This design comes from an exercise in tuning for a short achievable clock period and few clock cycles on the open sky130 flow, not from production work.
Only simulation tests tie the RTL to the original design; equivalence was not proved.
Power figures rest on the tool's default switching activity, not on a simulated workload.

Setup of lane 1:
Design fill_rect_top, start of the top module:
module fill_rect_top #(
    parameter int ADDR_W     = 24,
    parameter int FIFO_DEPTH = 16
) (
    input  logic                clk,
    input  logic                rst_,
    input  logic                cmd_valid,
    input  logic [7:0]          cmd_data,
    output logic                cmd_ready,
    input  logic                cfg_wr,
    input  logic [1:0]          cfg_addr,
    input  logic [31:0]         cfg_wdata,
    output logic [31:0]         cfg_rdata,
    output logic                busy,
    output logic                pix_valid,
    input  logic                pix_ready,
    output logic [ADDR_W-1:0]   pix_addr,
    output fill_rect_pkg::rgb_t pix_rgb
);
Settings: LEC_CHECK=0, ABC_CLOCK_PERIOD_IN_PS=3000, CAP_MARGIN=20, CORE_MARGIN=2, CORE_UTILIZATION=40, SETUP_SLACK_MARGIN=3.4, SLEW_MARGIN=20, SYNTH_HIERARCHICAL=1, SYNTH_MINIMUM_KEEP_SIZE=0; clock period 6.5 ns.
standard.sh (not shown) runs the stock make flow with config.mk's settings and CLKGATE_MAP_FILE= SYNTH_SCRIPT=/design/flow/synth_recipe.tcl, a recipe that flattens the netlist after the stock synthesis.
==> flow/flow/run.sh <==
#!/bin/bash
# The standard layout (standard.sh), with one change: the port buffers
# are inserted by flow/ports.tcl (plain buf cells) instead of buffer_ports'
# default choice, a delay buffer. Make's output goes to standard.log; each
# ORFS step keeps its own log under orfs/logs.
set -euo pipefail
export DONT_BUFFER_PORTS=1
export PRE_GLOBAL_PLACE_TCL="$PWD/flow/ports.tcl"
bash standard.sh > standard.log 2>&1
==> flow/flow/ports.tcl <==
# Every input and output port gets a buffer, as buffer_ports does by default,
# but with plain buffers; the repair steps resize them later as usual.
buffer_ports -inputs -buffer_cell sky130_fd_sc_hd__buf_4
buffer_ports -outputs -buffer_cell sky130_fd_sc_hd__buf_2
Testbench counts of lane 1, summed over its fixed seeds: cycles 154,333.
diff inputs: lane 1 => lane 2
==> flow/flow/run.sh <==
#!/bin/bash
# The standard layout (standard.sh), with one change: after global
# placement, flow/ports.tcl turns the port buffers that buffer_ports inserted
# (a delay-buffer cell by default) into plain buffers; the later repair steps
# resize them as usual. Make's output goes to standard.log; each ORFS step
# keeps its own log under orfs/logs.
set -euo pipefail
export POST_GLOBAL_PLACE_TCL="$PWD/flow/ports.tcl"
bash standard.sh > standard.log 2>&1
==> flow/flow/ports.tcl <==
# Runs after global placement. buffer_ports has given every input and output
# port a buffer; make each of them a plain buffer of the same function.
set n_swapped 0
foreach bterm [[ord::get_db_block] getBTerms] {
  set net [$bterm getNet]
  if {$net == "NULL"} { continue }
  foreach iterm [$net getITerms] {
    set inst [$iterm getInst]
    set name [$inst getName]
    if {![regexp {^(input|output)[0-9]+$} $name -> kind]} { continue }
    set master [[$inst getMaster] getName]
    if {![regexp {^sky130_fd_sc_hd__(clkdlybuf|dlygate|dlymetal|clkbuf|buf)} $master]} { continue }
    if {$kind eq "input"} {
      set want sky130_fd_sc_hd__buf_4
    } else {
      set want sky130_fd_sc_hd__buf_2
    }
    if {$master ne $want} {
      replace_cell $name $want
      incr n_swapped
    }
  }
}
puts "ports.tcl: made $n_swapped port buffers plain buffers"
estimate_parasitics -placement
==> notes.md <==
Comparing lane 2 and lane 1, the higher net switching power figure is on lane 2. Combinational group share of total power (lane 2 over lane 1): increase, 1.0 points. From lane 1 to lane 2 the numbers moved as follows: highest achievable clock rate shows a reduction of 23 MHz, total power of the final layout saw little to no change, internal power consumption roughly the same.
Changes in lane 3 relative to lane 2:
==> flow/flow/run.sh <==
#!/bin/bash
# The standard layout (standard.sh), with two changes:
#  - before pin placement, flow/pins.tcl keeps the register read port's pins
#    (cfg_addr, cfg_rdata) together on one stretch of the left edge, so the
#    combinational read path stays short;
#  - after global placement, flow/ports.tcl turns the port buffers that
#    buffer_ports inserted (a delay-buffer cell by default) into plain
#    buffers; the later repair steps resize them as usual.
# Make's output goes to standard.log; each ORFS step keeps its own log under
# orfs/logs.
set -euo pipefail
export PRE_IO_PLACEMENT_TCL="$PWD/flow/pins.tcl"
export POST_GLOBAL_PLACE_TCL="$PWD/flow/ports.tcl"
bash standard.sh > standard.log 2>&1
==> flow/flow/pins.tcl (new file) <==
# Runs before place_pins: the read port's pins go on the middle of the left
# edge, next to each other.
set block [ord::get_db_block]
set dbu [$block getDbUnitsPerMicron]
set die [$block getDieArea]
set h [expr {double([$die yMax] - [$die yMin]) / $dbu}]
set lo [expr {round($h * 0.40)}]
set hi [expr {round($h * 0.60)}]
set names {}
foreach bterm [$block getBTerms] {
  set n [$bterm getName]
  if {[string match {cfg_addr*} $n] || [string match {cfg_rdata*} $n]} {
    lappend names $n
  }
}
puts "pins.tcl: [llength $names] pins on left:${lo}-${hi}"
set_io_pin_constraint -pin_names $names -region left:${lo}-${hi}
--- outcome ---
Diff lane 3..lane 2 | relative area of clock buffers and inverters in the final design | negligible
Lane 3 against lane 2: post-route clock period utilization decreased 2.2 points; power level; post-placement cell area level; final cell count held steady; wire length now larger.
Changes observed in lane 3 relative to lane 2: number of non-clock buffers in the layout increased about 1.8%, first-iteration DRC count went down 174, final worst clock skew rose by 0.015 ns, share of layout cells above drive strength 1 higher.
Lane 3 reports its uppermost metal layer occupied by signal nets as met5 while lane 2 reports met4.
Looking at lane 3 and lane 2, the worst hold slack is a wash.
For lane 4, these inputs were changed with respect to lane 3:
Settings: SETUP_SLACK_MARGIN changed from 3.4 to 3.6.
Lane 4 has delay of the slowest cell on the worst path below what lane 3 had. Number of DRC violations after detailed routing came out exactly the same in lane 4 and lane 3. Lane 4 against lane 3: final worst clock skew moved down, data arrival time of the worst path increased by 0.02 ns relative to the old numbers, total power rose by 0.95%, relative contribution of combinational cells to total power essentially unchanged. Sort lane 4 and lane 3 by antenna diode count, descending, and lane 3 comes first. Relative to lane 3, the global routing met2 resource utilization of lane 4 is higher by 0.65 points. Die area came out exactly the same in lane 4 and lane 3.

==> static timing again, ports no longer ideal <==
The flow's constraints put no driver on any port. The routed layouts listed below were extracted and timed again, unchanged, in two steps.
Step 1 sets driving cells, clkbuf_16 on the clock port and buf_2 on the other inputs (assumed; they add their load-dependent delay and slew).
Step 2 also shifts input and output timing later by t, the mid clock arrival at the registers, as if the neighbouring blocks saw the same clock.
Slacks: ideal ports / drivers / drivers and shift; pairs: ideal ports / drivers.
| run | t, ns | setup slack, ns | hold slack, ns | max-slew violations | capacitance violations | pins driven straight from the clock port |
|---|---|---|---|---|---|---|
| lane 1 | 0.728 | 3.372 / 1.665 / 1.665 | 0.329 / 0.424 / 0.424 | 0 / 200 | 0 / 2 | 1 |
| lane 2 | 0.734 | 3.126 / 2.926 / 2.854 | 0.408 / 0.408 / 0.408 | 0 / 0 | 0 / 0 | 1 |
| lane 3 | 0.716 | 3.271 / 2.604 / 2.604 | 0.407 / 0.407 / 0.407 | 0 / 0 | 0 / 0 | 1 |
| lane 4 | 0.726 | 3.252 / 2.765 / 2.765 | 0.417 / 0.417 / 0.417 | 0 / 0 | 0 / 0 | 1 |
After both steps setup and hold are still met in every run listed. The drivers bring new slew violations in lane 1. With drivers on, capacitance violations rise in lane 1. The setup slack of lane 1, which loses most, moves by -1.707 ns with the drivers and by -1.707 ns with both steps.
